Context: an optimization exercise on an open-source flow, tuned for small area, a short achievable clock period and few clock cycles per item. The choices shown serve that exercise and are no tape-out recipe. At most, simulation tests tie the RTL to the original design; equivalence was not proved. No functional check of the RTL was part of run 1. Power is estimated from default activity; no workload was simulated.

==> flow/design.v, too long to show whole: its modules and the start of the top module <==
// module fa: 4 lines
// module ha: 4 lines
// module mac_lane: 819 lines
// module relu_neuron_array: 74 lines
module relu_neuron_array
#(
    parameter int N          = 18,
    parameter int LANES      = 4,
    parameter int K_MAX      = 256,
    parameter int SHIFT      = 18,
    parameter int LEAK_SHIFT = 3
) (
    input  logic                 clk,
    input  logic                 rst,
    input  logic                 in_valid,
    output logic                 in_ready,
    input  logic                 in_last,
    input  logic [N-1:0]         in_x,
    input  logic [LANES*N-1:0]   in_w,
    output logic                 out_valid,
    input  logic                 out_ready,
    output logic [LANES*N-1:0]   out_data,
    output logic                 err_ovf
);
  // ...
==> flow/flow/run.sh <==
#!/bin/bash
cp standard.sh standard.sh.log
bash standard.sh finish SETUP_SLACK_MARGIN=6.6 MATCH_CELL_FOOTPRINT=0 "BUFFER_PORTS_ARGS=-buffer_cell sky130_fd_sc_hd__buf_2" > standard.log 2>&1
==> flow/standard.sh <==
#!/bin/bash
# synth_recipe.tcl (not shown) runs the flow's synth.tcl, then flattens the netlist and writes it again
# the make line also repeats each setting of config.mk as NAME=value (left out here)
make -C /OpenROAD-flow-scripts/flow DESIGN_CONFIG=/design/flow/config.mk WORK_HOME=/design/flow/orfs CLKGATE_MAP_FILE= SYNTH_SCRIPT=/design/flow/synth_recipe.tcl "${@:-finish}"
==> flow/config.mk <==
export PLATFORM = sky130hd
export DESIGN_NAME = relu_neuron_array
export DESIGN_NICKNAME = relu_neuron_array
export VERILOG_FILES = /design/flow/design.v
export SDC_FILE = /design/flow/constraint.sdc
export NUM_CORES = 4
export LEC_CHECK = 0
export CAP_MARGIN = 20
export CORE_MARGIN = 2
export CORE_UTILIZATION = 65
export CTS_BUF_LIST = sky130_fd_sc_hd__clkbuf_4 sky130_fd_sc_hd__clkbuf_8
export SLEW_MARGIN = 20
export SYNTH_HIERARCHICAL = 1
export SYNTH_MINIMUM_KEEP_SIZE = 0
==> flow/constraint.sdc <==
create_clock -name core_clock -period 10.0 [get_ports {clk}]
set_input_delay 2.0000 -clock core_clock [delete_from_list [all_inputs] [get_ports {clk}]]
set_output_delay 2.0000 -clock core_clock [all_outputs]
set_load 0.01 [all_outputs]
==> qor.yml, run 1 <==
run_status:
  outcome: "finished clean"
layout:
  n_antenna_cell: 4
  final_cell_mix: "fa_1, xnor2_1, a22oi_1"
  area.growth.synth_to_final_pct: 8.404
  largest_class: "multi-input gates"
  layout_commonest_cell: "fa_1"
  top_regs: "g_lane.u_lane.acc0_q x176, g_lane.u_lane.acc1_q x144, g_lane.u_lane.w_q x72"
detailed_routing:
  first_pass_iters: 8
  drt_iter0_drc: 3222
  wl_met2_um: 64430
  vias: 37347
logic_synthesis:
  async_flop_share_pct: 2.504
  avgSynthCellArea_um2: 10.74
  ys_types: 70
  synth_compound_area_share_pct: 14.82
  synthTopCellsByCount: "fa_1, xnor2_1, a22oi_1"
  synth_area_leaders: "fa_1, dfxtp_1, xnor2_1, a22oi_1, ha_1"
  synth.most_common_cell: "fa_1"
  synth_area_um2: 52910
min_path:
  hold-path-cell-count: 1
  holdCritStartpoint: "err_q$_DFFE_PN0P_"
placement:
  dp_hpwl_um: 94460
  dpl_cell_area_um2: 53900
clock_network:
  cts.sinks: 599
  insertion_delay_ns: 0.80
setup_path:
  crit_required_ns: 8.00
  critPathCapture: "out_data[1]"
  crit_chain: "buf_2"
sta:
  fin_setup_tns_ns: 0
  holdWs_ns: 0.4928
power_and_ir_drop:
  seqPwrFrac_pct: 21.4
  vdd_drop_max_v: 0.0003542
grt:
  grtUsageMet1_pct: 44.95
==> run 2: changes to the inputs <==
--- a/flow/design.v
+++ b/flow/design.v
@@ -33,17 +33,17 @@
         end
         w_q <= w;
         keep0 <= keep_d0;
         clr0  <= !keep_d0;
         keep1 <= keep_d1;
         clr1  <= !keep_d1;
     end
     logic [43:0] acc0_q, acc0_d;
-    logic [35:0] acc1_q, acc1_d;
+    logic [33:0] acc1_q, acc1_d;
     wire s0, c0;
     ha u_s0 (neg_q[6], (acc0_q[12] & keep0), s0, c0);
     wire s1, c1;
     ha u_s1 ((acc0_q[13] & keep0), (acc1_q[13] & ~clr0), s1, c1);
     wire s2, c2;
     fa u_s2 (neg_q[7], (acc0_q[14] & keep0), (acc1_q[14] & ~clr0), s2, c2);
     wire s3, c3;
     ha u_s3 ((((one_q[0] & w_q[14]) | (two_q[0] & w_q[13])) ^ neg_q[0]), (((one_q[1] & w_q[12]) | (two_q[1] & w_q[11])) ^ neg_q[1]), s3, c3);
@@ -400,247 +400,265 @@
     fa u_s174 (c136, s138, s139, s174, c174);
     wire s175, c175;
     fa u_s175 (s140, s141, c138, s175, c175);
     wire s176, c176;
     fa u_s176 ((((one_q[8] & w_q[16]) | (two_q[8] & w_q[15])) ^ neg_q[8]), c140, c141, s176, c176);
     wire s177, c177;
     fa u_s177 ((acc1_q[33] & ~clr1), (((one_q[8] & w_q[17]) | (two_q[8] & w_q[16])) ^ neg_q[8]), s143, s177, c177);
     wire s178, c178;
-    fa u_s178 ((acc0_q[34] & keep1), (acc1_q[34] & ~clr1), ~(((one_q[8] | two_q[8]) & w_q[17]) ^ neg_q[8]), s178, c178);
+    ha u_s178 ((acc0_q[34] & keep1), ~(((one_q[8] | two_q[8]) & w_q[17]) ^ neg_q[8]), s178, c178);
     wire s179, c179;
-    assign s179 = ~(acc0_q[35] & keep1);
-    assign c179 = (acc0_q[35] & keep1);
+    ha u_s179 ((acc1_q[0] & ~clr0), ((one_q[0] & w_q[0]) ^ neg_q[0]), s179, c179);
     wire s180, c180;
-    ha u_s180 ((acc1_q[0] & ~clr0), ((one_q[0] & w_q[0]) ^ neg_q[0]), s180, c180);
+    fa u_s180 ((((one_q[0] & w_q[1]) | (two_q[0] & w_q[0])) ^ neg_q[0]), c144, s145, s180, c180);
     wire s181, c181;
-    fa u_s181 ((((one_q[0] & w_q[1]) | (two_q[0] & w_q[0])) ^ neg_q[0]), c144, s145, s181, c181);
+    fa u_s181 (c145, s84, s146, s181, c181);
     wire s182, c182;
-    fa u_s182 (c145, s84, s146, s182, c182);
+    fa u_s182 (s85, c146, s147, s182, c182);
     wire s183, c183;
-    fa u_s183 (s85, c146, s147, s183, c183);
+    fa u_s183 (s87, c147, s148, s183, c183);
     wire s184, c184;
-    fa u_s184 (s87, c147, s148, s184, c184);
+    fa u_s184 (s88, c148, s149, s184, c184);
     wire s185, c185;
-    fa u_s185 (s88, c148, s149, s185, c185);
+    fa u_s185 (s91, c149, s150, s185, c185);
     wire s186, c186;
-    fa u_s186 (s91, c149, s150, s186, c186);
+    fa u_s186 (s93, c150, s151, s186, c186);
     wire s187, c187;
-    fa u_s187 (s93, c150, s151, s187, c187);
+    fa u_s187 (s95, c151, s152, s187, c187);
     wire s188, c188;
-    fa u_s188 (s95, c151, s152, s188, c188);
+    fa u_s188 (s97, c152, s153, s188, c188);
     wire s189, c189;
-    fa u_s189 (s97, c152, s153, s189, c189);
+    fa u_s189 (s99, c153, s154, s189, c189);
     wire s190, c190;
-    fa u_s190 (s99, c153, s154, s190, c190);
+    fa u_s190 (s101, c154, s155, s190, c190);
     wire s191, c191;
-    fa u_s191 (s101, c154, s155, s191, c191);
+    fa u_s191 (s103, c155, s156, s191, c191);
     wire s192, c192;
-    fa u_s192 (s103, c155, s156, s192, c192);
+    fa u_s192 (s105, c156, s157, s192, c192);
     wire s193, c193;
-    fa u_s193 (s105, c156, s157, s193, c193);
+    fa u_s193 (s107, c157, s158, s193, c193);
     wire s194, c194;
-    fa u_s194 (s107, c157, s158, s194, c194);
+    fa u_s194 (s109, c158, s159, s194, c194);
     wire s195, c195;
-    fa u_s195 (s109, c158, s159, s195, c195);
+    fa u_s195 (s111, c159, s160, s195, c195);
     wire s196, c196;
-    fa u_s196 (s111, c159, s160, s196, c196);
+    fa u_s196 (s113, c160, s161, s196, c196);
     wire s197, c197;
-    fa u_s197 (s113, c160, s161, s197, c197);
+    fa u_s197 (s115, c161, s162, s197, c197);
     wire s198, c198;
-    fa u_s198 (s115, c161, s162, s198, c198);
+    fa u_s198 (s117, c162, s163, s198, c198);
     wire s199, c199;
-    fa u_s199 (s117, c162, s163, s199, c199);
+    fa u_s199 (s119, c163, s164, s199, c199);
     wire s200, c200;
-    fa u_s200 (s119, c163, s164, s200, c200);
+    fa u_s200 (c119, c164, s165, s200, c200);
     wire s201, c201;
-    fa u_s201 (c119, c164, s165, s201, c201);
+    fa u_s201 (s123, s166, c165, s201, c201);
     wire s202, c202;
-    fa u_s202 (s123, s166, c165, s202, c202);
+    fa u_s202 (c123, c166, s167, s202, c202);
     wire s203, c203;
-    fa u_s203 (c123, c166, s167, s203, c203);
+    fa u_s203 (c125, s168, c167, s203, c203);
     wire s204, c204;
-    fa u_s204 (c125, s168, c167, s204, c204);
+    fa u_s204 (c127, s169, c168, s204, c204);
     wire s205, c205;
-    fa u_s205 (c127, s169, c168, s205, c205);
+    fa u_s205 (c129, s170, c169, s205, c205);
     wire s206, c206;
-    fa u_s206 (c129, s170, c169, s206, c206);
+    fa u_s206 (c131, s171, c170, s206, c206);
     wire s207, c207;
-    fa u_s207 (c131, s171, c170, s207, c207);
+    fa u_s207 (s135, s172, c171, s207, c207);
     wire s208, c208;
-    fa u_s208 (s135, s172, c171, s208, c208);
+    fa u_s208 (c135, c172, s173, s208, c208);
     wire s209, c209;
-    fa u_s209 (c135, c172, s173, s209, c209);
+    fa u_s209 (c137, s174, c173, s209, c209);
     wire s210, c210;
-    fa u_s210 (c137, s174, c173, s210, c210);
+    fa u_s210 (c139, s175, c174, s210, c210);
     wire s211, c211;
-    fa u_s211 (c139, s175, c174, s211, c211);
+    fa u_s211 (s142, s176, c175, s211, c211);
     wire s212, c212;
-    fa u_s212 (s142, s176, c175, s212, c212);
+    fa u_s212 (c142, s177, c176, s212, c212);
     wire s213, c213;
-    fa u_s213 (c142, s177, c176, s213, c213);
+    fa u_s213 (c143, s178, c177, s213, c213);
     wire s214, c214;
-    fa u_s214 (c143, s178, c177, s214, c214);
+    assign s214 = ~((acc0_q[35] & keep1) ^ c178);
+    assign c214 = (acc0_q[35] & keep1) | c178;
     wire s215, c215;
-    fa u_s215 ((acc1_q[35] & ~clr1), s179, c178, s215, c215);
+    assign s215 = ~(acc0_q[36] & keep1);
+    assign c215 = (acc0_q[36] & keep1);
     wire s216, c216;
-    assign s216 = ~((acc0_q[36] & keep1) ^ c179);
-    assign c216 = (acc0_q[36] & keep1) | c179;
+    assign s216 = ~(acc0_q[37] & keep1);
+    assign c216 = (acc0_q[37] & keep1);
     wire s217, c217;
-    assign s217 = ~(acc0_q[37] & keep1);
-    assign c217 = (acc0_q[37] & keep1);
+    assign s217 = ~(acc0_q[38] & keep1);
+    assign c217 = (acc0_q[38] & keep1);
     wire s218, c218;
-    assign s218 = ~(acc0_q[38] & keep1);
-    assign c218 = (acc0_q[38] & keep1);
+    assign s218 = ~(acc0_q[39] & keep1);
+    assign c218 = (acc0_q[39] & keep1);
     wire s219, c219;
-    assign s219 = ~(acc0_q[39] & keep1);
-    assign c219 = (acc0_q[39] & keep1);
+    assign s219 = ~(acc0_q[40] & keep1);
+    assign c219 = (acc0_q[40] & keep1);
     wire s220, c220;
-    assign s220 = ~(acc0_q[40] & keep1);
-    assign c220 = (acc0_q[40] & keep1);
+    assign s220 = ~(acc0_q[41] & keep1);
+    assign c220 = (acc0_q[41] & keep1);
     wire s221, c221;
-    assign s221 = ~(acc0_q[41] & keep1);
-    assign c221 = (acc0_q[41] & keep1);
+    assign s221 = ~(acc0_q[42] & keep1);
+    assign c221 = (acc0_q[42] & keep1);
     wire s222, c222;
-    assign s222 = ~(acc0_q[42] & keep1);
-    assign c222 = (acc0_q[42] & keep1);
-    wire s223, c223;
-    assign s223 = ~(acc0_q[43] & keep1);
-    assign c223 = (acc0_q[43] & keep1);
+    assign s222 = ~(acc0_q[43] & keep1);
+    assign c222 = (acc0_q[43] & keep1);
     assign acc0_d[0] = s144;
-    assign acc1_d[0] = s180;
-    assign acc0_d[1] = s181;
-    assign acc1_d[1] = c180;
-    assign acc0_d[2] = s182;
-    assign acc1_d[2] = c181;
-    assign acc0_d[3] = s183;
-    assign acc1_d[3] = c182;
-    assign acc0_d[4] = s184;
-    assign acc1_d[4] = c183;
-    assign acc0_d[5] = s185;
-    assign acc1_d[5] = c184;
-    assign acc0_d[6] = s186;
-    assign acc1_d[6] = c185;
-    assign acc0_d[7] = s187;
-    assign acc1_d[7] = c186;
-    assign acc0_d[8] = s188;
-    assign acc1_d[8] = c187;
-    assign acc0_d[9] = s189;
-    assign acc1_d[9] = c188;
-    assign acc0_d[10] = s190;
-    assign acc1_d[10] = c189;
-    assign acc0_d[11] = s191;
-    assign acc1_d[11] = c190;
-    assign acc0_d[12] = s192;
-    assign acc1_d[12] = c191;
-    assign acc0_d[13] = s193;
-    assign acc1_d[13] = c192;
-    assign acc0_d[14] = s194;
-    assign acc1_d[14] = c193;
-    assign acc0_d[15] = s195;
-    assign acc1_d[15] = c194;
-    assign acc0_d[16] = s196;
-    assign acc1_d[16] = c195;
-    assign acc0_d[17] = s197;
-    assign acc1_d[17] = c196;
-    assign acc0_d[18] = s198;
-    assign acc1_d[18] = c197;
-    assign acc0_d[19] = s199;
-    assign acc1_d[19] = c198;
-    assign acc0_d[20] = s200;
-    assign acc1_d[20] = c199;
-    assign acc0_d[21] = s201;
-    assign acc1_d[21] = c200;
-    assign acc0_d[22] = s202;
-    assign acc1_d[22] = c201;
-    assign acc0_d[23] = s203;
-    assign acc1_d[23] = c202;
-    assign acc0_d[24] = s204;
-    assign acc1_d[24] = c203;
-    assign acc0_d[25] = s205;
-    assign acc1_d[25] = c204;
-    assign acc0_d[26] = s206;
-    assign acc1_d[26] = c205;
-    assign acc0_d[27] = s207;
-    assign acc1_d[27] = c206;
-    assign acc0_d[28] = s208;
-    assign acc1_d[28] = c207;
-    assign acc0_d[29] = s209;
-    assign acc1_d[29] = c208;
-    assign acc0_d[30] = s210;
-    assign acc1_d[30] = c209;
-    assign acc0_d[31] = s211;
-    assign acc1_d[31] = c210;
-    assign acc0_d[32] = s212;
-    assign acc1_d[32] = c211;
-    assign acc0_d[33] = s213;
-    assign acc1_d[33] = c212;
-    assign acc0_d[34] = s214;
-    assign acc1_d[34] = c213;
-    assign acc0_d[35] = s215;
-    assign acc1_d[35] = c214;
-    wire [43:36] hi_a, hi_b;
-    assign hi_a[36] = s216;
-    assign hi_b[36] = c215;
-    assign hi_a[37] = s217;
-    assign hi_b[37] = c216;
-    assign hi_a[38] = s218;
-    assign hi_b[38] = c217;
-    assign hi_a[39] = s219;
-    assign hi_b[39] = c218;
-    assign hi_a[40] = s220;
-    assign hi_b[40] = c219;
-    assign hi_a[41] = s221;
-    assign hi_b[41] = c220;
-    assign hi_a[42] = s222;
-    assign hi_b[42] = c221;
-    assign hi_a[43] = s223;
-    assign hi_b[43] = c222;
-    assign acc0_d[43:36] = hi_a + hi_b;
+    assign acc1_d[0] = s179;
+    assign acc0_d[1] = s180;
+    assign acc1_d[1] = c179;
+    assign acc0_d[2] = s181;
+    assign acc1_d[2] = c180;
+    assign acc0_d[3] = s182;
+    assign acc1_d[3] = c181;
+    assign acc0_d[4] = s183;
+    assign acc1_d[4] = c182;
+    assign acc0_d[5] = s184;
+    assign acc1_d[5] = c183;
+    assign acc0_d[6] = s185;
+    assign acc1_d[6] = c184;
+    assign acc0_d[7] = s186;
+    assign acc1_d[7] = c185;
+    assign acc0_d[8] = s187;
+    assign acc1_d[8] = c186;
+    assign acc0_d[9] = s188;
+    assign acc1_d[9] = c187;
+    assign acc0_d[10] = s189;
+    assign acc1_d[10] = c188;
+    assign acc0_d[11] = s190;
+    assign acc1_d[11] = c189;
+    assign acc0_d[12] = s191;
+    assign acc1_d[12] = c190;
+    assign acc0_d[13] = s192;
+    assign acc1_d[13] = c191;
+    assign acc0_d[14] = s193;
+    assign acc1_d[14] = c192;
+    assign acc0_d[15] = s194;
+    assign acc1_d[15] = c193;
+    assign acc0_d[16] = s195;
+    assign acc1_d[16] = c194;
+    assign acc0_d[17] = s196;
+    assign acc1_d[17] = c195;
+    assign acc0_d[18] = s197;
+    assign acc1_d[18] = c196;
+    assign acc0_d[19] = s198;
+    assign acc1_d[19] = c197;
+    assign acc0_d[20] = s199;
+    assign acc1_d[20] = c198;
+    assign acc0_d[21] = s200;
+    assign acc1_d[21] = c199;
+    assign acc0_d[22] = s201;
+    assign acc1_d[22] = c200;
+    assign acc0_d[23] = s202;
+    assign acc1_d[23] = c201;
+    assign acc0_d[24] = s203;
+    assign acc1_d[24] = c202;
+    assign acc0_d[25] = s204;
+    assign acc1_d[25] = c203;
+    assign acc0_d[26] = s205;
+    assign acc1_d[26] = c204;
+    assign acc0_d[27] = s206;
+    assign acc1_d[27] = c205;
+    assign acc0_d[28] = s207;
+    assign acc1_d[28] = c206;
+    assign acc0_d[29] = s208;
+    assign acc1_d[29] = c207;
+    assign acc0_d[30] = s209;
+    assign acc1_d[30] = c208;
+    assign acc0_d[31] = s210;
+    assign acc1_d[31] = c209;
+    assign acc0_d[32] = s211;
+    assign acc1_d[32] = c210;
+    assign acc0_d[33] = s212;
+    assign acc1_d[33] = c211;
+    wire [43:34] hi_a, hi_b;
+    assign hi_a[34] = s213;
+    assign hi_b[34] = c212;
+    assign hi_a[35] = s214;
+    assign hi_b[35] = c213;
+    assign hi_a[36] = s215;
+    assign hi_b[36] = c214;
+    assign hi_a[37] = s216;
+    assign hi_b[37] = c215;
+    assign hi_a[38] = s217;
+    assign hi_b[38] = c216;
+    assign hi_a[39] = s218;
+    assign hi_b[39] = c217;
+    assign hi_a[40] = s219;
+    assign hi_b[40] = c218;
+    assign hi_a[41] = s220;
+    assign hi_b[41] = c219;
+    assign hi_a[42] = s221;
+    assign hi_b[42] = c220;
+    assign hi_a[43] = s222;
+    assign hi_b[43] = c221;
+    assign acc0_d[43:34] = hi_a + hi_b;
     always_ff @(posedge clk) begin
         acc0_q <= acc0_d;
         acc1_q <= acc1_d;
     end
     wire [43:0] pg, gg;
-    ha u_pg0 (acc0_q[0], acc1_q[0], pg[0], gg[0]);
-    ha u_pg1 (acc0_q[1], acc1_q[1], pg[1], gg[1]);
-    ha u_pg2 (acc0_q[2], acc1_q[2], pg[2], gg[2]);
-    ha u_pg3 (acc0_q[3], acc1_q[3], pg[3], gg[3]);
-    ha u_pg4 (acc0_q[4], acc1_q[4], pg[4], gg[4]);
-    ha u_pg5 (acc0_q[5], acc1_q[5], pg[5], gg[5]);
-    ha u_pg6 (acc0_q[6], acc1_q[6], pg[6], gg[6]);
-    ha u_pg7 (acc0_q[7], acc1_q[7], pg[7], gg[7]);
-    ha u_pg8 (acc0_q[8], acc1_q[8], pg[8], gg[8]);
-    ha u_pg9 (acc0_q[9], acc1_q[9], pg[9], gg[9]);
-    ha u_pg10 (acc0_q[10], acc1_q[10], pg[10], gg[10]);
-    ha u_pg11 (acc0_q[11], acc1_q[11], pg[11], gg[11]);
-    ha u_pg12 (acc0_q[12], acc1_q[12], pg[12], gg[12]);
-    ha u_pg13 (acc0_q[13], acc1_q[13], pg[13], gg[13]);
-    ha u_pg14 (acc0_q[14], acc1_q[14], pg[14], gg[14]);
-    ha u_pg15 (acc0_q[15], acc1_q[15], pg[15], gg[15]);
-    ha u_pg16 (acc0_q[16], acc1_q[16], pg[16], gg[16]);
-    ha u_pg17 (acc0_q[17], acc1_q[17], pg[17], gg[17]);
+    assign pg[0] = acc0_q[0] | acc1_q[0];
+    assign gg[0] = acc0_q[0] & acc1_q[0];
+    assign pg[1] = acc0_q[1] | acc1_q[1];
+    assign gg[1] = acc0_q[1] & acc1_q[1];
+    assign pg[2] = acc0_q[2] | acc1_q[2];
+    assign gg[2] = acc0_q[2] & acc1_q[2];
+    assign pg[3] = acc0_q[3] | acc1_q[3];
+    assign gg[3] = acc0_q[3] & acc1_q[3];
+    assign pg[4] = acc0_q[4] | acc1_q[4];
+    assign gg[4] = acc0_q[4] & acc1_q[4];
+    assign pg[5] = acc0_q[5] | acc1_q[5];
+    assign gg[5] = acc0_q[5] & acc1_q[5];
+    assign pg[6] = acc0_q[6] | acc1_q[6];
+    assign gg[6] = acc0_q[6] & acc1_q[6];
+    assign pg[7] = acc0_q[7] | acc1_q[7];
+    assign gg[7] = acc0_q[7] & acc1_q[7];
+    assign pg[8] = acc0_q[8] | acc1_q[8];
+    assign gg[8] = acc0_q[8] & acc1_q[8];
+    assign pg[9] = acc0_q[9] | acc1_q[9];
+    assign gg[9] = acc0_q[9] & acc1_q[9];
+    assign pg[10] = acc0_q[10] | acc1_q[10];
+    assign gg[10] = acc0_q[10] & acc1_q[10];
+    assign pg[11] = acc0_q[11] | acc1_q[11];
+    assign gg[11] = acc0_q[11] & acc1_q[11];
+    assign pg[12] = acc0_q[12] | acc1_q[12];
+    assign gg[12] = acc0_q[12] & acc1_q[12];
+    assign pg[13] = acc0_q[13] | acc1_q[13];
+    assign gg[13] = acc0_q[13] & acc1_q[13];
+    assign pg[14] = acc0_q[14] | acc1_q[14];
+    assign gg[14] = acc0_q[14] & acc1_q[14];
+    assign pg[15] = acc0_q[15] | acc1_q[15];
+    assign gg[15] = acc0_q[15] & acc1_q[15];
+    assign pg[16] = acc0_q[16] | acc1_q[16];
+    assign gg[16] = acc0_q[16] & acc1_q[16];
+    assign pg[17] = acc0_q[17] | acc1_q[17];
+    assign gg[17] = acc0_q[17] & acc1_q[17];
     ha u_pg18 (acc0_q[18], acc1_q[18], pg[18], gg[18]);
     ha u_pg19 (acc0_q[19], acc1_q[19], pg[19], gg[19]);
     ha u_pg20 (acc0_q[20], acc1_q[20], pg[20], gg[20]);
     ha u_pg21 (acc0_q[21], acc1_q[21], pg[21], gg[21]);
     ha u_pg22 (acc0_q[22], acc1_q[22], pg[22], gg[22]);
     ha u_pg23 (acc0_q[23], acc1_q[23], pg[23], gg[23]);
     ha u_pg24 (acc0_q[24], acc1_q[24], pg[24], gg[24]);
     ha u_pg25 (acc0_q[25], acc1_q[25], pg[25], gg[25]);
     ha u_pg26 (acc0_q[26], acc1_q[26], pg[26], gg[26]);
     ha u_pg27 (acc0_q[27], acc1_q[27], pg[27], gg[27]);
     ha u_pg28 (acc0_q[28], acc1_q[28], pg[28], gg[28]);
     ha u_pg29 (acc0_q[29], acc1_q[29], pg[29], gg[29]);
     ha u_pg30 (acc0_q[30], acc1_q[30], pg[30], gg[30]);
     ha u_pg31 (acc0_q[31], acc1_q[31], pg[31], gg[31]);
     ha u_pg32 (acc0_q[32], acc1_q[32], pg[32], gg[32]);
     ha u_pg33 (acc0_q[33], acc1_q[33], pg[33], gg[33]);
-    ha u_pg34 (acc0_q[34], acc1_q[34], pg[34], gg[34]);
-    ha u_pg35 (acc0_q[35], acc1_q[35], pg[35], gg[35]);
+    assign pg[34] = acc0_q[34];
+    assign gg[34] = 1'b0;
+    assign pg[35] = acc0_q[35];
+    assign gg[35] = 1'b0;
     assign pg[36] = acc0_q[36];
     assign gg[36] = 1'b0;
     assign pg[37] = acc0_q[37];
     assign gg[37] = 1'b0;
     assign pg[38] = acc0_q[38];
     assign gg[38] = 1'b0;
     assign pg[39] = acc0_q[39];
     assign gg[39] = 1'b0;
==> flow/flow/run.sh (replaced) <==
#!/bin/bash
cp standard.sh standard.sh.log
bash standard.sh finish SETUP_SLACK_MARGIN=6.75 MATCH_CELL_FOOTPRINT=0 "BUFFER_PORTS_ARGS=-buffer_cell sky130_fd_sc_hd__buf_2" > standard.log 2>&1
==> run 2 against run 1 <==
Effect of this change: non-clock buffer count increased by 232; sequential share of layout area decreased by 0.95 points; register-to-register slack about the same; via count increased by 2.1%; total power increased by 2.4%; critical endpoint is now out_data[44].
==> qor.yml, run 2 <==
clock_network:
  cts_tree: "yes"  # unchanged
  cts.sinks: 591  # was 599
  clock-root-buffer: "clkbuf_8"  # unchanged
  insertion_delay_ns: 0.74  # was 0.80 ns
  clk_pin_slew_ns: 0.06  # about the same
  cts_max_level: 3  # unchanged
  holdBufCountCts: 0  # unchanged
  cts_buffers: 103  # was 107
  cts_buffer_depth: 3  # unchanged
grt:
  grt-ovfl-total: 0  # unchanged
  gr-usage-all-layers_pct: 36.01  # was 33.46%
  grt_pass1_wl_um: 227700  # was 217,800 um
  grtUsageMet1_pct: 49.23  # was 44.95%
  busiest_layer: "met2"  # unchanged
  grt_start_max_net_pins: 107  # was 100
  grtUsageMet3_pct: 8.323  # was 7.276%
  antenna_found_initial: 17  # was 9
  grt_pass1_vias: 40438  # was 39,051
  grt_use_met2_pct: 56.49  # was 53.91%
power_and_ir_drop:
  p_switching_mw: 9.247  # was 9.081 mW
  internal_power_mw: 11.75  # was 11.42 mW
  p_leak_nw: 23.62  # was 23.16 nW
  p_clk_share_pct: 12.0  # was 12.7%
  seqPwrFrac_pct: 20.7  # was 21.4%
  combPwrFrac_pct: 67.3  # was 65.8%
  powerDensity_nw_per_um2: 355.7  # was 357.4 nW/um2
  vdd_drop_max_v: 0.0003073  # was 0.0003542 V
  switching_share_pct: 44.04  # was 44.30%
placement:
  place_congestion: 0.8953  # was 0.8989
  dp_hpwl_um: 94070  # was 94,460 um
  dpl_cell_area_um2: 52340  # was 53,900 um2
  port_buffers: 165  # unchanged
logic_synthesis:
  ys_seq_area_share_pct: 24.66  # was 24.10%
  ys_warn_count: 8  # unchanged
  synthFlopType: "dfxtp_1"  # unchanged
  synth_edf_count: 68  # unchanged
  synthTopCellsByCount: "fa_1, xnor2_1, a22oi_1"  # unchanged
  post-synth-top-area-cell: "fa_1"  # unchanged
  ys_types: 67  # was 70
  syn_inst: 4790  # was 4,926
  synth.most_common_cell: "fa_1"  # unchanged
  avgSynthCellArea_um2: 10.66  # was 10.74 um2
  synth_area_um2: 51040  # was 52,910 um2
  synth_area_leaders: "fa_1, dfxtp_1, xnor2_1, a22oi_1, ha_1"  # unchanged
  async_flop_share_pct: 2.538  # was 2.504%
  synth-seq-cells: 591  # was 599
  yosysTopAreaCellShare_pct: 28.39  # was 27.70%
die:
  die_h_um: 284.2  # was 289.3 um
  die_x_um: 284.2  # was 289.3 um
  die-area_um2: 80790  # was 83,700 um2
  row_count: 102  # was 104
  ios: 170  # unchanged
  core-area_um2: 77590  # was 80,550 um2
  start_util_pct: 65.78  # was 65.69%
layout:
  layout_commonest_cell: "xnor2_1"  # was fa_1
  final_cell_mix: "xnor2_1, fa_1, a22oi_1"  # was fa_1, xnor2_1, a22oi_1
  top_regs: "g_lane.u_lane.acc0_q x176, g_lane.u_lane.acc1_q x136, g_lane.u_lane.w_q x72"  # was g_lane.u_lane.acc0_q x176, g_lane.u_lane.acc1_q x144, g_lane.u_lane.w_q x72
  design_area_um2: 59030  # was 57,360 um2
  largest_register: "g_lane.u_lane.acc0_q"  # unchanged
  area.growth.synth_to_final_pct: 15.65  # was 8.404%
  nNetsFinal: 6048  # was 6,020
  drive_above_1_share_pct: 22.64  # was 13.96%
  largest_reg_flops: 176  # unchanged
setup_path:
  crit_path_start_kind: "flip-flop"  # unchanged
  rr_startpoint: "g_lane[1].u_lane.w_q[16]$_DFF_P_"  # was g_lane[2].u_lane.two_q[0]$_DFF_P_
  critPathMaxStageDelay_ns: 0.53  # was 0.48 ns
  end_kind: "output port"  # unchanged
  arrival_ns: 1.44  # was 1.42 ns
  cp.buffers_inverters: 1  # unchanged
  crit_required_ns: 8.00  # about the same
  critPathSlowestCell: "edfxtp_1"  # unchanged
  crit_chain: "buf_2"  # unchanged
  critPathTopFamily: "flip-flops"  # unchanged
  setup.worst_path.class: "reg2out"  # unchanged
  startpoint: "g_lane[2].u_lane.res[8]$_SDFFCE_PP0P_"  # was g_lane[0].u_lane.res[1]$_SDFFCE_PP0P_
  crit_path_max_fanout: 1  # unchanged
detailed_routing:
  drt-total-wl_um: 145400  # was 137,300 um
  first_pass_iters: 6  # was 8
  vias: 38144  # was 37,347
  routed_via_density: 6.224  # was 6.175
  ant_nets: 0  # unchanged
  drcViolationCount: 0  # unchanged
  drt_iter0_drc: 3540  # was 3,222
  avgRoutedWirePerCell_um: 23.73  # was 22.70 um
sta:
  slew_violations: 0  # unchanged
  fin_setup_tns_ns: 0  # unchanged
  worst_slew_pin_slew_ns: 0.8972  # was 0.8513 ns
  fin_crit_ns: 3.441  # was 3.420 ns
  slew_headroom_pct: 40.19  # was 43.25%
  rsz0062_at_grt: "true"  # unchanged
  setup-violations-final: 0  # unchanged
  period_share_pct: 34.41  # was 34.20%
  max_freq_mhz: 290.6  # was 292.4 MHz
  holdWs_ns: 0.4956  # was 0.4928 ns
  hold_viol_final: 0  # unchanged
  fin_skew_ns: 0.04047  # was 0.04528 ns
min_path:
  holdCritStartpoint: "err_q$_DFFE_PN0P_"  # unchanged
  min_path_type: "reg2reg"  # unchanged
run:
  maxCapViolCount: 0  # unchanged
run_status:
  outcome: "finished clean"  # unchanged
run 2: cell count changes after synthesis, moves of 20 or more:
cell | previous run | this run
xor2_1 | 89 | 109
inv_1 | 155 | 175
o21ai_0 | 98 | 122
a21oi_1 | 82 | 142
a21o_1 | 45 | 17
o21a_1 | 76 | 8
nor2b_1 | 137 | 113
o21bai_1 | 17 | 37
nand2_1 | 251 | 207
ha_1 | 301 | 233
run 2: worst paths after layout:
path                       cells after the start                             endpoint  slack, ns
min in group asynchronous                      1                       bc_q$_DFF_PN0_       1.19
max                                            1                         out_data[44]       6.56
max reg2reg                                    9  g_lane[1].u_lane.acc0_q[21]$_DFF_P_       6.64
max in group asynchronous                      1                    start_q$_DFF_PN1_       8.49
min                                            1                    err_q$_DFFE_PN0P_       0.50
min reg2reg                                    1                    err_q$_DFFE_PN0P_       0.50
run 2: kinds of logic (layout without fill, tap and decap cells):
family                     after synthesis  after routing  share of synthesized area [%]
muxes                                    6              6                         0.1520
DFF                                    591            591                          24.66
other                                    1             10                       0.007347
buffers and inverters                  583            873                          4.405
xor gates and xnor gates               817            817                          14.08
adders and majority gates              958            958                          34.13
and+or+nand+nor                        775            775                          8.045
AOI/OAI and AO/OA                     1059           1059                          14.52
run 2: cell type report:
cell class                      count  area [um2]
Sequential cell                   591       12990
Timing Repair Buffer              506        4364
Fill cell                        5395       18560
Clock inverter                     29       301.5
Inverter                          175       656.9
Tap cell                         1040        1301
Antenna cell                        6       15.01
Multi-Input combinational cell   3619       37380
Clock buffer                      163        2024
run 2: per-stage QoR:
stage | setup WS, ns | power, mW | cells | utilization [%]
floorplan | 6.745 | 14.02 | 4793 | -
global placement | 6.068 | 16.98 | 5673 | 67.44
detailed placement | 6.047 | 17.56 | 5673 | 67.45
CTS | 6.543 | 20.66 | 6040 | 74.10
global route | 6.518 | 23.33 | 6125 | 76.06
finish | 6.559 | 21.00 | 6129 | 76.08
run 2: power groups by stage:
stage,Clock (mW),Sequential [mW],Combinational [mW]
after floorplan,0,4.04,9.98
after global placement,0,4.40,12.6
after detailed placement,0,4.41,13.1
after CTS,2.55,4.33,13.8
after global routing,2.66,4.44,16.2
final,2.51,4.35,14.1
run 2: modules after synthesis (local to each module, per instance):
module             copies in the design  cells
fa                                  720      1
relu_neuron_array                     1     66
ha                                  164      1
mac_lane                              4    960
run 2: what timing repair did:
| action | in CTS | in global routing |
|---|---|---|
| resized for setup | 433 | 216 |
| setup buffers | 173 | 82 |
| cloned | 2 | 1 |
| pin swaps | 82 | 147 |
| endpoints found under the setup margin | 291 | 239 |
run 2: routing by layer:
layer  share of wire (%)  up-vias
met4                 3.5       20
met2                  46     1972
met1                  41    19086
li1                    -    16657
met5               0.094        -
met3                 9.8      409
Testbench counts of run 2, summed over its fixed seeds: cycles 16,199, vectors 480.
==> run 3: changes to the inputs <==
==> flow/flow/run.sh (replaced) <==
#!/bin/bash
cp standard.sh standard.sh.log
bash standard.sh finish SETUP_SLACK_MARGIN=6.6 "BUFFER_PORTS_ARGS=-buffer_cell sky130_fd_sc_hd__buf_2" > standard.log 2>&1
==> run 3 against run 2 <==
Effect of this change: combinational power shrank 4%; die area unchanged; utilization down 3.1 points; global-route usage is 1.9 points lower; hold slack lost 0.018 ns; sequential share of layout area is 0.93 points higher; synthesized cell count unchanged; setup slack improved by 0.045 ns; first-iteration DRC count is 12% lower; critical endpoint is now g_lane[1].u_lane.acc0_q[17]$_DFF_P_.
==> qor.yml, run 3 <==
run_status:
  outcome: "finished clean"  # unchanged
placement:
  dpl_cell_area_um2: 52130  # was 52,340 um2
  port_buffers: 165  # unchanged
  place_congestion: 0.9141  # was 0.8953
  placed_cells: 5661  # was 5,673
  place_ws_ns: 5.939  # was 6.047 ns
  dp_hpwl_um: 92690  # was 94,070 um
clock_network:
  insertion_delay_ns: 0.75  # was 0.74 ns
  cts_buffers: 104  # was 103
  cts_buffer_depth: 3  # unchanged
  clock-root-buffer: "clkbuf_8"  # unchanged
  cts.sinks: 591  # unchanged
  cts_max_level: 3  # unchanged
  cts_tree: "yes"  # unchanged
  clk_pin_slew_ns: 0.06  # about the same
logic_synthesis:
  syn_inst: 4790  # unchanged
  synth_area_leaders: "fa_1, dfxtp_1, xnor2_1, a22oi_1, ha_1"  # unchanged
  synth-seq-cells: 591  # unchanged
  avgSynthCellArea_um2: 10.66  # unchanged
  ys_seq_area_share_pct: 24.66  # unchanged
  yosysTopAreaCellShare_pct: 28.39  # unchanged
  synth_edf_count: 68  # unchanged
  post-synth-top-area-cell: "fa_1"  # unchanged
  synthTopCellsByCount: "fa_1, xnor2_1, a22oi_1"  # unchanged
  ys_warn_count: 8  # unchanged
  ys_types: 67  # unchanged
  synth_area_um2: 51040  # unchanged
  synth.most_common_cell: "fa_1"  # unchanged
  async_flop_share_pct: 2.538  # unchanged
  synthFlopType: "dfxtp_1"  # unchanged
layout:
  layout_commonest_cell: "xnor2_1"  # unchanged
  layout.cells.non_filler: 5960  # was 6,129
  largest_register: "g_lane.u_lane.acc0_q"  # unchanged
  largest_reg_flops: 176  # unchanged
  fill_cells: 5613  # was 5,395
  drive_above_1_share_pct: 16.62  # was 22.64%
  nNetsFinal: 5876  # was 6,048
  area.growth.synth_to_final_pct: 10.96  # was 15.65%
  design_area_um2: 56640  # was 59,030 um2
  final_cell_mix: "xnor2_1, fa_1, a22oi_1"  # unchanged
  top_regs: "g_lane.u_lane.acc0_q x176, g_lane.u_lane.acc1_q x136, g_lane.u_lane.w_q x72"  # unchanged
  fin_util_pct: 72.99  # was 76.08%
sta:
  holdWs_ns: 0.4772  # was 0.4956 ns
  worst_slew_pin_slew_ns: 0.8608  # was 0.8972 ns
  max_freq_mhz: 294.5  # was 290.6 MHz
  slew_headroom_pct: 42.61  # was 40.19%
  period_share_pct: 33.96  # was 34.41%
  fin_crit_ns: 3.396  # was 3.441 ns
  setup_ws_ns: 6.604  # was 6.559 ns
  fin_setup_tns_ns: 0  # unchanged
  hold_viol_final: 0  # unchanged
  rsz0062_at_grt: "true"  # unchanged
  slew_violations: 0  # unchanged
  fin_skew_ns: 0.05433  # was 0.04047 ns
  setup-violations-final: 0  # unchanged
setup_path:
  crit_path_start_kind: "flip-flop"  # unchanged
  setup.worst_path.class: "reg2reg"  # was reg2out
  reg2regPathDepth: 9  # unchanged
  reg2reg_slack_ns: 6.60  # was 6.64 ns
  critPathMaxStageDelay_ns: 0.59  # was 0.53 ns
  arrival_ns: 4.00  # was 1.44 ns
  rr_startpoint: "g_lane[1].u_lane.w_q[16]$_DFF_P_"  # unchanged
  cp_common_cell: "fa_1"
  crit_chain: "buf_12 -> buf_12 -> a22oi_2 -> xnor2_2 -> fa_2 -> fa_1 -> fa_2 -> fa_1 -> fa_1"  # was buf_2
  end_kind: "flip-flop"  # was output port
  crit_path_max_fanout: 13  # was 1
  critPathSlowestCell: "fa_2"  # was edfxtp_1
  crit_required_ns: 10.60  # was 8.00 ns
  r2r_end: "g_lane[1].u_lane.acc0_q[17]$_DFF_P_"  # was g_lane[1].u_lane.acc0_q[21]$_DFF_P_
grt:
  grt_pass1_vias: 38181  # was 40,438
  grt-ovfl-total: 0  # unchanged
  gr-usage-all-layers_pct: 34.07  # was 36.01%
  grt_pass1_wl_um: 217000  # was 227,700 um
  antenna_found_initial: 19  # was 17
  grt_start_max_net_pins: 107  # unchanged
min_path:
  holdPathEnd: "err_q$_DFFE_PN0P_"  # unchanged
  hold-path-cell-count: 1  # unchanged
  holdCritStartpoint: "err_q$_DFFE_PN0P_"  # unchanged
  min_path_type: "reg2reg"  # unchanged
die:
  start_util_pct: 65.78  # unchanged
  die-area_um2: 80790  # unchanged
  row_count: 102  # unchanged
  core-area_um2: 77590  # unchanged
  die_h_um: 284.2  # unchanged
  ios: 170  # unchanged
  die_x_um: 284.2  # unchanged
power_and_ir_drop:
  combPwrFrac_pct: 65.4  # was 67.3%
  powerDensity_nw_per_um2: 363.3  # was 355.7 nW/um2
  p_leak_nw: 22.53  # was 23.62 nW
  switching_share_pct: 43.88  # was 44.04%
  internal_power_mw: 11.55  # was 11.75 mW
  p_switching_mw: 9.030  # was 9.247 mW
  p_clk_share_pct: 13.2  # was 12.0%
  vdd_drop_max_v: 0.0002945  # was 0.0003073 V
  power_mw: 20.58  # was 21.00 mW
  seqPwrFrac_pct: 21.4  # was 20.7%
detailed_routing:
  drt_iter0_drc: 3109  # was 3,540
  routed_via_density: 6.177  # was 6.224
  vias: 36815  # was 38,144
  drcViolationCount: 0  # unchanged
  ant_nets: 0  # unchanged
  drt-total-wl_um: 136700  # was 145,400 um
  first_pass_iters: 6  # unchanged
  avgRoutedWirePerCell_um: 22.94  # was 23.73 um
run:
  maxCapViolCount: 0  # unchanged
-- run 3: cell counts after synthesis --
No cell type changed its count.
-- run 3: modules after synthesis (local to each module, per instance) --
module,flops+latches,cells,copies in the design
mac_lane,144,960,4
fa,0,1,720
ha,0,1,164
relu_neuron_array,15,66,1
-- run 3: routing by layer --
layer / GRT usage [%] / wire length (um) / up-vias
li1: - / - / 16290
met1: 47.80 / 57320 / 18428
met2: 53.12 / 62580 / 1767
met3: 7.905 / 12900 / 306
met4: 9.816 / 3756 / 24
met5: 0.05952 / 144 / -
-- run 3: worst max-delay path by stage --
| stage | startpoint | to | slack (ns) | depth (start not counted) |
|---|---|---|---|---|
| after floorplan | g_lane[0].u_lane.neg_q[1]$_DFF_P_ | g_lane[0].u_lane.acc0_q[13]$_DFF_P_ | 6.61 | 7 |
| after global placement | g_lane[1].u_lane.neg_q[8]$_DFF_P_ | g_lane[1].u_lane.acc0_q[42]$_DFF_P_ | 6.03 | 14 |
| after detailed placement | g_lane[1].u_lane.neg_q[8]$_DFF_P_ | g_lane[1].u_lane.acc0_q[42]$_DFF_P_ | 5.94 | 14 |
| after CTS | g_lane[1].u_lane.two_q[8]$_DFF_P_ | g_lane[1].u_lane.acc0_q[42]$_DFF_P_ | 6.49 | 15 |
| after global routing | g_lane[1].u_lane.two_q[8]$_DFF_P_ | g_lane[1].u_lane.acc0_q[42]$_DFF_P_ | 6.50 | 15 |
| final | g_lane[1].u_lane.w_q[16]$_DFF_P_ | g_lane[1].u_lane.acc0_q[17]$_DFF_P_ | 6.60 | 9 |
-- run 3: area by class of cell --
| class | instances | area (um2) | share of cell area, % |
|---|---|---|---|
| diodes | 9 | 22.52 | 0.03976 |
| clock buffers | 162 | 2004 | 3.539 |
| clock inverters | 31 | 530.5 | 0.9366 |
| inverters | 175 | 656.9 | 1.160 |
| multi-input cells | 3619 | 36660 | 64.72 |
| flip-flops and latches | 591 | 12990 | 22.93 |
| well taps | 1040 | 1301 | 2.297 |
| repair buffers | 333 | 2477 | 4.374 |
-- run 3: cells by family after synthesis --
group                      Yosys count  synth area share (%)
DFF                                591                 24.66
other                                1              0.007347
AOI/OAI and AO/OA                 1059                 14.52
muxes                                6                0.1520
adders and majority gates          958                 34.13
and+or+nand+nor                    775                 8.045
xor gates and xnor gates           817                 14.08
buffers and inverters              583                 4.405
-- run 3: worst max-delay path, delay by kind of cell (launching register included) --
| family | cells | cell delay [ns] |
|---|---|---|
| adder cells (fa/ha/maj) | 5 | 2.34 |
| AO/OA/AOI/OAI | 1 | 0.20 |
| buffers and inverters | 2 | 0.29 |
| XOR/XNOR | 1 | 0.11 |
| flip-flops | 1 | 0.32 |
-- run 3: power by group through the flow --
stage | Sequential [mW] | Combinational (mW) | Clock, mW
floorplan | 4.04 | 9.95 | 0
global placement | 4.42 | 12.6 | 0
detailed placement | 4.43 | 13.0 | 0
CTS | 4.40 | 13.3 | 2.77
global route | 4.49 | 15.6 | 2.88
finish | 4.40 | 13.5 | 2.72
-- run 3: timing repair --
| item | 4_1_cts | 5_1_grt |
|---|---|---|
| hold buffers | 0 | 0 |
| setup endpoints to repair | 159 | 154 |
| gates resized for setup | 221 | 186 |
| setup buffers | 10 | 87 |
| pin swaps | 6 | 73 |

afterwards: timing with drivers on the ports:
The flow's constraints put no driver on any port. The routed layouts listed below were extracted and timed again, unchanged, in two steps. Step 1, drivers: a clkbuf_16 drives clk and a buf_2 each remaining input, both assumed. Step 2 moves the port delays by t, midway between the first and last clock arrival at a register: inputs arrive t later, outputs are due t later. That takes back most of the time a late clock gives input paths. a / b / c = ideal / step 1 / step 2; a / b = the first two.
run	t (ns)	setup WS [ns]	hold WS [ns]	worst setup path after step 2	pins driven straight from the clock port
run 1	0.838	6.580 / 6.510 / 6.134	0.493 / 0.493 / 0.493	input to register	1
run 2	0.788	6.559 / 6.491 / 6.225	0.496 / 0.496 / 0.496	input to register	1
run 3	0.797	6.604 / 6.561 / 6.193	0.477 / 0.477 / 0.477	input to register	1
After both steps every run listed still meets setup and hold. The setup slack of run 1, which loses most, moves by -0.070 ns with the drivers and by -0.446 ns with both steps.
